This design comes from an exercise in tuning for small area, a short achievable clock period and few clock cycles per item on the open sky130 flow, not from production work. Function was checked by simulation only, so behaviour that the tests miss may differ from the original. Power figures rest on the tool's default switching activity, not on a simulated workload.

## flow/config.mk

```make
export PLATFORM = sky130hd
export DESIGN_NAME = bellmanFordTop
export DESIGN_NICKNAME = bellmanFordTop
export VERILOG_FILES = /design/flow/design.v
export SDC_FILE = /design/flow/constraint.sdc
export NUM_CORES = 4
export LEC_CHECK = 0
export CAP_MARGIN = 20
export CORE_MARGIN = 2
export CORE_UTILIZATION = 40
export SETUP_SLACK_MARGIN = 5.0
export SLEW_MARGIN = 20
export TNS_END_PERCENT = 100
```

## flow/constraint.sdc

```tcl
create_clock -name core_clock -period 8.0 [get_ports {clock}]
set_input_delay 1.6000 -clock core_clock [delete_from_list [all_inputs] [get_ports {clock}]]
set_output_delay 1.6000 -clock core_clock [all_outputs]
set_load 0.01 [all_outputs]
```

## flow/design.v

```verilog
package bellmanFordPkg;
    typedef logic [8-1:0] nodeId_t;
    typedef logic signed [8-1:0] weight_t;
    typedef logic signed [16-1:0] distance_t;
    typedef logic [13-1:0] graphAddress_t;
    typedef logic [128-1:0] graphLine_t;
endpackage
module bellmanFordTop (
    input  logic                          clock,
    input  logic                          reset,
    input  logic                          start,
    input  bellmanFordPkg::nodeId_t       source,
    input  bellmanFordPkg::nodeId_t       destination,
    input  bellmanFordPkg::nodeId_t       nodeCount,
    output logic                          graphReadEnable,
    output bellmanFordPkg::graphAddress_t graphAddress,
    input  bellmanFordPkg::graphLine_t    graphData,
    output logic                          outWriteEnable,
    output bellmanFordPkg::graphAddress_t outAddress,
    output bellmanFordPkg::distance_t     outData,
    output logic                          busy,
    output logic                          finish,
    output logic                          negCycle
);
    localparam int NN = 31;
    localparam int DW = 13;
    localparam logic [5:0] FREE_ROUNDS = 6'd8;
    typedef enum logic [2:0] {S_IDLE, S_RUN, S_PD, S_PN, S_PE, S_FIN} state_t;
    typedef enum logic [2:0] {F_WAIT, F_IDXW, F_IDX, F_ADJW, F_FIRST, F_LINE, F_GAP} fetch_t;
    typedef enum logic [1:0] {R_CONT, R_ADJY, R_IDX} req_t;
    state_t st;
    fetch_t fst;
    logic [4:0] srcR, dstR;
    logic [5:0] passCnt, passLimit;
    logic [DW-1:0] distT [1:NN];
    logic [4:0]    predT [1:NN];
    logic [NN:1]   reached;
    logic [NN:1]   dirty;
    logic                 aValid;
    logic [4:0]           pAddr, aProc;
    logic signed [7:0]    aW;
    logic                 bValid, bInit;
    logic [4:0]           bNode, bProc;
    logic signed [DW-1:0] bCand, bTD;
    logic                 bTR;
    logic signed [DW-1:0] du, du2;
    logic                 duRd, du2Rd;
    logic [4:0]  xNode, yNode, curNode;
    logic        xPend, yPend, yPair, curIsX;
    logic [12:0] addrY;
    logic        issueY;
    logic [5:0]  pos;
    logic [1:0]  quiet;
    logic [2:0] slot;
    logic [7:0] rem;
    logic       reqPend;
    req_t       reqKind;
    logic [5:0] outCnt;
    logic signed [DW-1:0] pDist;
    logic [4:0]           pPred;
    logic                 pReached;
    assign pDist    = distT[pAddr];
    assign pPred    = predT[pAddr];
    assign pReached = reached[pAddr];
    logic wrEn, negDetect, fwd;
    logic [NN:1] bSel;
    always_comb
        for (int i = 1; i <= NN; i++)
            bSel[i] = bNode == 5'(i);
    assign wrEn = bValid && (bInit || !bTR || (bCand < bTD));
    assign negDetect = bValid && !bInit && (bCand < -13'sd960);
    assign fwd = wrEn && (bNode == pAddr);
    logic signed [DW-1:0] fDist;
    logic                 fReached;
    assign fDist    = fwd ? bCand : pDist;
    assign fReached = fwd || pReached;
    logic [NN:1] geM, ltM, mM, oh1, m2M, oh2;
    logic        anyGe, anyD;
    logic [4:0]  n1, n2;
    logic [4:0]  sel1R, sel2R;
    logic [NN:1] sel1OH, sel2OH;
    logic        selAny, selPair, selWrap;
    always_comb
    begin
        for (int i = 1; i <= NN; i++)
        begin
            geM[i] = dirty[i] && (6'(i) >= pos);
            ltM[i] = dirty[i] && (6'(i) < pos);
        end
        anyGe = |geM;
        anyD  = |dirty;
        mM = anyGe ? geM : ltM;
        for (int i = 1; i <= NN; i++)
        begin
            oh1[i] = mM[i];
            for (int j = 1; j < i; j++)
                if (mM[j]) oh1[i] = 1'b0;
        end
        m2M = mM & ~oh1;
        for (int i = 1; i <= NN; i++)
        begin
            oh2[i] = m2M[i];
            for (int j = 1; j < i; j++)
                if (m2M[j]) oh2[i] = 1'b0;
        end
        n1 = '0;
        n2 = '0;
        for (int i = 1; i <= NN; i++)
        begin
            if (oh1[i]) n1 = n1 | 5'(i);
            if (oh2[i]) n2 = n2 | 5'(i);
        end
    end
    always_ff @(posedge clock)
    begin
        sel1R <= n1;
        sel2R <= n2;
        sel1OH <= oh1;
        sel2OH <= oh2;
        selAny <= anyD;
        selPair <= |m2M;
        selWrap <= !anyGe;
    end
    logic lastInLine, nextLast;
    always_comb
    begin
        lastInLine = (rem <= 8'd1) || (slot == 3'd7);
        nextLast   = !lastInLine && ((rem == 8'd2) || (slot == 3'd6));
    end
    logic [4:0] slotNode;
    logic [7:0] slotW;
    always_comb
    begin
        slotNode = graphData[120 - 16*slot +: 5];
        slotW    = graphData[112 - 16*slot +: 8];
    end
    logic [7:0] lFirst;
    assign lFirst = graphData[119:112];
    logic drained, canIdx;
    logic issueCont, issueAdjY, issueIdx, negPass, doneNow;
    always_comb
    begin
        drained = passCnt >= FREE_ROUNDS;
        canIdx = selAny && (!selWrap || !drained || (fst == F_WAIT && quiet == 2'd2));
        issueCont = 1'b0;
        issueAdjY = 1'b0;
        issueIdx  = 1'b0;
        doneNow   = 1'b0;
        if (st == S_RUN)
        begin
            case (fst)
                F_LINE:
                    if (!reqPend && (nextLast || lastInLine))
                    begin
                        if (nextLast ? (rem != 8'd2) : (rem > 8'd1))
                            issueCont = 1'b1;
                        else if (curIsX && yPair)
                            issueAdjY = 1'b1;
                        else if (canIdx)
                            issueIdx = 1'b1;
                    end
                F_WAIT:
                    if (canIdx) issueIdx = 1'b1;
                    else if (!anyD && !aValid && !bValid) doneNow = 1'b1;
                default: ;
            endcase
        end
        negPass = issueIdx && selWrap && (passCnt == passLimit);
    end
    logic issueNode;
    assign issueNode = issueIdx && !negPass;
    always_ff @(posedge clock)
    begin
        for (int i = 1; i <= NN; i++)
        begin
            if (wrEn && bSel[i])
            begin
                distT[i] <= bCand;
                predT[i] <= bProc;
            end
        end
    end
    always_ff @(posedge clock)
    begin
        for (int i = 1; i <= NN; i++)
        begin
            if (st == S_IDLE)
            begin
                reached[i] <= 1'b0;
                dirty[i] <= 1'b0;
            end
            else
            begin
                if (wrEn && bSel[i])
                    reached[i] <= 1'b1;
                if (issueNode && (sel1OH[i] || (selPair && sel2OH[i])))
                    dirty[i] <= 1'b0;
                else if (wrEn && !bInit && bSel[i]
                         && !(xPend && xNode == 5'(i))
                         && !(yPend && yNode == 5'(i)))
                    dirty[i] <= 1'b1;
            end
        end
    end
    always_ff @(posedge clock)
    begin
        if (reset)
        begin
            st <= S_IDLE;
            busy <= 1'b0;
            fst <= F_WAIT;
            graphReadEnable <= 1'b0;
            outWriteEnable <= 1'b0;
            finish <= 1'b0;
            negCycle <= 1'b0;
            aValid <= 1'b0;
            duRd <= 1'b0;
            du2Rd <= 1'b0;
            bValid <= 1'b0;
            bInit <= 1'b0;
            reqPend <= 1'b0;
            xPend <= 1'b0;
            yPend <= 1'b0;
            yPair <= 1'b0;
            issueY <= 1'b0;
        end
        else
        begin
            graphReadEnable <= 1'b0;
            outWriteEnable <= 1'b0;
            finish <= 1'b0;
            issueY <= 1'b0;
            aValid <= 1'b0;
            duRd <= 1'b0;
            du2Rd <= 1'b0;
            pAddr <= slotNode;
            aW <= slotW;
            aProc <= curNode;
            bValid <= aValid;
            bInit <= 1'b0;
            bNode <= pAddr;
            bProc <= aProc;
            bCand <= du + {{(DW-8){aW[7]}}, aW};
            bTD <= fDist;
            bTR <= fReached;
            if (duRd)
            begin
                du <= fDist;
                xPend <= 1'b0;
            end
            if (du2Rd)
                du2 <= fDist;
            else if (yPend && wrEn && bNode == yNode)
                du2 <= bCand;
            if (quiet != 2'd2)
                quiet <= quiet + 2'd1;
            if (fst != F_WAIT || aValid || bValid)
                quiet <= 2'd0;
            case (st)
                S_IDLE:
                begin
                    fst <= F_WAIT;
                    if (start)
                    begin
                        srcR <= source[4:0];
                        dstR <= destination[4:0];
                        passLimit <= {1'b0, nodeCount[4:0]} + FREE_ROUNDS;
                        negCycle <= 1'b0;
                        passCnt <= 6'd1;
                        bValid <= 1'b1;
                        bInit <= 1'b1;
                        bNode <= source[4:0];
                        bProc <= source[4:0];
                        bCand <= '0;
                        xNode <= source[4:0];
                        xPend <= 1'b0;
                        yPend <= 1'b0;
                        yPair <= 1'b0;
                        pos <= {1'b0, source[4:0]} + 6'd1;
                        graphReadEnable <= 1'b1;
                        graphAddress <= bellmanFordPkg::graphAddress_t'(source[4:0]);
                        reqPend <= 1'b0;
                        fst <= F_IDXW;
                        st <= S_RUN;
                        busy <= 1'b1;
                    end
                end
                S_RUN:
                begin
                    if (issueNode)
                    begin
                        graphReadEnable <= 1'b1;
                        graphAddress <= bellmanFordPkg::graphAddress_t'(sel1R);
                        xNode <= sel1R;
                        xPend <= 1'b1;
                        yNode <= sel2R;
                        yPend <= selPair;
                        yPair <= selPair;
                        issueY <= selPair;
                        pos <= (selPair ? {1'b0, sel2R} : {1'b0, sel1R}) + 6'd1;
                        if (selWrap)
                            passCnt <= passCnt + 6'd1;
                    end
                    if (issueY)
                    begin
                        graphReadEnable <= 1'b1;
                        graphAddress <= bellmanFordPkg::graphAddress_t'(yNode);
                    end
                    if (issueCont)
                    begin
                        graphReadEnable <= 1'b1;
                        graphAddress <= graphAddress + 13'd1;
                    end
                    if (issueAdjY)
                    begin
                        graphReadEnable <= 1'b1;
                        graphAddress <= addrY;
                    end
                    case (fst)
                        F_WAIT:
                            if (issueIdx) fst <= F_IDXW;
                        F_IDXW:
                            fst <= F_IDX;
                        F_IDX:
                        begin
                            graphReadEnable <= 1'b1;
                            graphAddress <= graphData[13-1:0];
                            pAddr <= yNode;
                            du2Rd <= 1'b1;
                            fst <= F_ADJW;
                        end
                        F_ADJW:
                        begin
                            addrY <= graphData[13-1:0];
                            pAddr <= xNode;
                            duRd <= 1'b1;
                            curNode <= xNode;
                            curIsX <= 1'b1;
                            slot <= 3'd1;
                            fst <= F_FIRST;
                        end
                        F_FIRST:
                        begin
                            aValid <= lFirst != 8'd0;
                            rem <= (lFirst == 8'd0) ? 8'd0 : lFirst - 8'd1;
                            slot <= 3'd2;
                            if (!curIsX)
                            begin
                                du <= (wrEn && bNode == yNode) ? bCand : du2;
                                yPend <= 1'b0;
                            end
                            fst <= F_LINE;
                        end
                        F_GAP:
                        begin
                            if (reqKind == R_ADJY)
                            begin
                                curNode <= yNode;
                                curIsX <= 1'b0;
                                yPair <= 1'b0;
                                slot <= 3'd1;
                                fst <= F_FIRST;
                            end
                            else
                                fst <= F_LINE;
                        end
                        F_LINE:
                        begin
                            aValid <= rem != 8'd0;
                            if (rem != 8'd0)
                                rem <= rem - 8'd1;
                            slot <= slot + 3'd1;
                            if (nextLast && (issueCont || issueAdjY || issueIdx))
                            begin
                                reqPend <= 1'b1;
                                reqKind <= issueCont ? R_CONT : issueAdjY ? R_ADJY : R_IDX;
                            end
                            if (lastInLine)
                            begin
                                reqPend <= 1'b0;
                                slot <= 3'd0;
                                if (reqPend)
                                begin
                                    case (reqKind)
                                        R_CONT: fst <= F_LINE;
                                        R_ADJY:
                                        begin
                                            curNode <= yNode;
                                            curIsX <= 1'b0;
                                            yPair <= 1'b0;
                                            slot <= 3'd1;
                                            fst <= F_FIRST;
                                        end
                                        default: fst <= F_IDX;
                                    endcase
                                end
                                else if (issueCont || issueAdjY)
                                begin
                                    reqKind <= issueCont ? R_CONT : R_ADJY;
                                    fst <= F_GAP;
                                end
                                else if (issueIdx)
                                    fst <= F_IDXW;
                                else
                                    fst <= F_WAIT;
                            end
                        end
                        default:
                            fst <= F_WAIT;
                    endcase
                    if (doneNow)
                    begin
                        pAddr <= dstR;
                        st <= S_PD;
                    end
                    if (negDetect || negPass)
                    begin
                        negCycle <= 1'b1;
                        finish <= 1'b1;
                        graphReadEnable <= 1'b0;
                        aValid <= 1'b0;
                        bValid <= 1'b0;
                        fst <= F_WAIT;
                        st <= S_FIN;
                    end
                end
                S_PD:
                begin
                    pAddr <= pAddr;
                    outWriteEnable <= 1'b1;
                    outCnt <= 6'd0;
                    outAddress <= '0;
                    outData <= pReached ? {{(16-DW){pDist[DW-1]}}, pDist} : 16'hFFFF;
                    if (pReached)
                        st <= S_PN;
                    else
                    begin
                        finish <= 1'b1;
                        st <= S_FIN;
                    end
                end
                S_PN:
                begin
                    outWriteEnable <= 1'b1;
                    outCnt <= outCnt + 6'd1;
                    outAddress <= bellmanFordPkg::graphAddress_t'(outCnt + 6'd1);
                    outData <= 16'(pAddr);
                    if (pAddr == srcR)
                        st <= S_PE;
                    else
                        pAddr <= pPred;
                end
                S_PE:
                begin
                    outWriteEnable <= 1'b1;
                    outCnt <= outCnt + 6'd1;
                    outAddress <= bellmanFordPkg::graphAddress_t'(outCnt + 6'd1);
                    outData <= 16'hFFFF;
                    finish <= 1'b1;
                    st <= S_FIN;
                end
                default:
                begin
                    st <= S_IDLE;
                    busy <= 1'b0;
                end
            endcase
        end
    end
endmodule
```

## flow/run.sh

```bash
#!/bin/bash
# synth_recipe.tcl (not shown) runs the flow's synth.tcl, then flattens the netlist and writes it again
# the make line also repeats each setting of config.mk as NAME=value (left out here)
make -C /OpenROAD-flow-scripts/flow DESIGN_CONFIG=/design/flow/config.mk WORK_HOME=/design/flow/orfs CLKGATE_MAP_FILE= SYNTH_SCRIPT=/design/flow/synth_recipe.tcl finish
```

==> notes.md <==
[sequential cells by signal, summed over array words and instances, names as in the netlist, 8 cells and up]
register / cells
aW: 8
addrY: 13
bCand: 13
bTD: 13
dirty: 31
distT: 403
du: 13
du2: 13
graphAddress: 13
outData: 13
predT: 155
reached: 31
rem: 8
sel1OH: 31
sel2OH: 30
[cell type report]
class / instances / area [um2]
antenna: 1 / 2.50
clock buffer: 114 / 2460
clock inverter: 56 / 572
fill: 7642 / 42700
inverter: 68 / 282
multi-input combinational: 1906 / 16400
sequential: 901 / 25500
tap: 1287 / 1610
timing repair buffer: 714 / 8550
timing repair inverter: 2 / 13.8
[layer usage]
layer / global-route usage [%] / vias up
met5: 0 / -
met1: 37.7 / 16088
met3: 5.94 / 501
met2: 45.0 / 2082
met4: 11.8 / 6
li1: - / 13275
[report_power, final]
| part | internal (mW) | switching (mW) | total [mW] |
|---|---|---|---|
| combinational | 1.32 | 1.91 | 3.24 |
| clock | 2.46 | 1.94 | 4.40 |
| sequential | 5.40 | 0.180 | 5.58 |
[final timing paths]
path / end / from / slack (ns) / depth (start not counted)
worst max-delay path: sel2R[2] / pos[4] / 3.97 / 15
worst min-delay path: aProc[4] / curNode[4] / 0.42 / 0
worst max register to register: sel2R[2] / pos[4] / 3.97 / 15
worst min register to register: aProc[4] / curNode[4] / 0.42 / 0
[kinds of logic (layout without fill, tap and decap cells)]
logic type / after synthesis / count (layout)
buf+inv: 232 / 954
simple gates: 837 / 839
fa+ha+maj: 45 / 45
flops: 901 / 901
mux: 113 / 113
xor+xnor: 74 / 74
other cells: 1 / 7
compound gates: 828 / 829
[worst register-to-register path: stages, from the launching register on]
cell and delay, ns:
edfxtp_1 0.38, buf_12 0.17, inv_1 0.12, or4_4 0.49, a32oi_2 0.23, nand4_1 0.14
buf_6 0.17, o31a_1 0.35, o211a_4 0.29, buf_4 0.14, a31oi_2 0.23, a211oi_4 0.10
buf_4 0.15, and3_4 0.19, a211o_1 0.30, or4b_1 0.46
[metrics by stage]
stage | std cells | hold slack, ns | util [%] | setup WS, ns | power (mW)
floorplan | 3036 | 0.391 | - | 4.17 | 6.91
global placement | 4385 | 0.402 | 43.9 | 2.49 | 7.73
detailed placement | 4386 | 0.405 | 44.0 | 2.47 | 7.76
CTS | 4910 | 0.423 | 53.8 | 3.97 | 12.8
global route | 5048 | 0.426 | 56.5 | 3.85 | 13.6
finish | 5049 | 0.419 | 56.5 | 3.97 | 13.2
[Yosys cell counts, types with 47 or more instances]
| master | number | area, um2 |
|---|---|---|
| nand4_1 | 51 | 319 |
| nor3_1 | 71 | 355 |
| o21ai_0 | 88 | 440 |
| nor2_1 | 261 | 980 |
| a21oi_1 | 155 | 776 |
| xnor2_1 | 47 | 412 |
| nand3_1 | 93 | 465 |
| o21a_1 | 56 | 420 |
| edfxtp_1 | 744 | 22300 |
| inv_1 | 67 | 251 |
| a221oi_1 | 52 | 455 |
| dfxtp_1 | 157 | 3140 |
| clkbuf_1 | 124 | 465 |
| a22o_1 | 61 | 534 |
| a22oi_1 | 172 | 1290 |
| nand2_1 | 149 | 559 |
[what timing repair did]
item / 4_1_cts / 5_1_grt
setup endpoints to repair: 915 / 841
setup buffers: 323 / 115
resized for setup: 672 / 228
pin swaps: 194 / 133
cloned: 31 / 22
==> metrics.csv <==
stage,metric,value,unit
drt,routed_wirelength,156000,um
drt,routed-wl-met3,17900,um
die,core,98100,um2
drt,vias,31952,
drt,wl_per_cell,31.0,um
cts,cts_buffers,94,
synthesis,syn_area,39400,um2
die,fp.dieH,318,um
synthesis,synth_seq_cells,901,
drt,via_per_inst,6.33,
drt,drc,0,
worst_setup_path,critical_path.endpoint_type,flip-flop,
drt,drtPass1Iterations,7,
layout,areaGrowthSynthToFinish,40.5,%
power,vdd_drop_max,0.000216,V
worst_setup_path,worstPathArrival,4.58,ns
die,start_util,40.2,%
worst_setup_path,criticalPathCategory,flip-flop to flip-flop,
timing,finalSetupTns,0,ns
synthesis,async_reset_ff_share,0,%
outcome,status,no timing/DRC/antenna violations,
synthesis,synthCells,3031,
place,dp_hpwl,82400,um
timing,fin_skew,0.0711,ns
synthesis,synth_top_family_by_area,compound AO/OA/AOI/OAI gates,
layout,final_cell_mix,"744 x edfxtp_1, 273 x buf_4, 165 x a22oi_1",
worst_setup_path,max_stage_delay,0.49,ns
timing,slew_violations,0,
drt,ant_nets,0,
grt,grt_max_degree,62,
grt,grt_first_pass_wirelength,210000,um
worst_setup_path,cp_slowest_cell,or4_4,
timing,rsz0062_at_grt,true,
timing,fmax,0.248,GHz
place,portBuffers,162,
die,fp.dieW,318,um
drt,wl_met2,70700,um
die,io_pins,202,
layout,final_area,55400,um2
grt,grt_overflow,0,
power,p_per_area,238,nW/um2
synthesis,synth-compound-area-share,15.2,%
timing,min_period,4.03,ns
cts,cts_tree,yes,
die,die_area,101000,um2
cts,cts.sinks,901,
layout,nNetsFinal,3886,
layout,drive_gt1_share,33.5,%
synthesis,synth_fa_ha_area_share,1.44,%
synthesis,ys_seq_area_share,64.6,%
worst_setup_path,cp_top_family,compound AO/OA/AOI/OAI gates,
die,rows,115,
worst_setup_path,path_common_cell,buf_4,
synthesis,avgSynthCellArea,13.0,um2
worst_setup_path,cp-start-kind,flip-flop,
worst_setup_path,required,8.56,ns
timing,setup_violations,0,
cts,root_buffer,clkbuf_16,
cts,clkLatencyLatePin,0.71,ns
grt,antenna_found_initial,5,
timing,hold_violations,0,
drt,highest_layer,met5,
layout,final_common_cell,edfxtp_1,
synthesis,synth-simple-area-share,10.6,%
synthesis,synth_cell_types,101,
cts,path_clk_slew,0.06,ns
synthesis,synth_top_flop_cell,edfxtp_1,
synthesis,synth_edf_count,744,
timing,timing.final.crit_share,50.3,%
worst_setup_path,critical_path_buf_inv_count,5,
worst_setup_path,cp_max_fo,13,
place,globalplace.congestion,0.917,
cts,holdBufCountCts,0,
place,dpl_cell_area,43100,um2
cts,htree_num_levels,3,
drt,dr.first_iter.drc_count,4193,
cts,cts_buffer_depth,3,
synthesis,ys_warn_count,21,
timing,relSlewSlack,17.4,%
power,p_leak,19.4,nW
grt,grt_usage,28.3,%
drt,met1Wirelength,58200,um
grt,grt_pass1_vias,29915,
min_path,min_path_type,flip-flop to flip-flop,
timing,tightest_slew,1.23,ns
worst_setup_path,path_cells,buf_12 > inv_1 > or4_4 > a32oi_2 > nand4_1 > buf_6 > o31a_1 > o211a_4 > buf_4 > a31oi_2 > a211oi_4 > buf_4 > and3_4 > a211o_1 > or4b_1,
synthesis,yosys-mux-area-fraction,4.08,%
synthesis,synth_xor_area_share,1.64,%
job,max_cap_violations,0,
Testbench counts, summed over its fixed seeds: cycles 19,660, queries 96.

[what the ideal ports hide]
How much do the figures lean on ideal ports? The routed layout below was timed once more, with nothing changed but the port constraints.
Step 1, drivers: a clkbuf_16 drives clock and a buf_2 each remaining input, both assumed.
Step 2, shift: input delay + t, output delay - t, t = (earliest + latest rising clock arrival at the registers) / 2. This alone moves slack from input paths to output paths.
Three values: no drivers, after step 1, after step 2; two values: the first two.
t (ns): 0.744
setup WS [ns]: 3.974 / 3.974 / 3.974
worst setup path after step 2: register to register
worst slew at a driven data input, ns: 0.07
After both steps setup and hold are still met in this run. For this run, drivers alone change the setup slack by 0.000 ns; drivers and shift together by 0.000 ns.
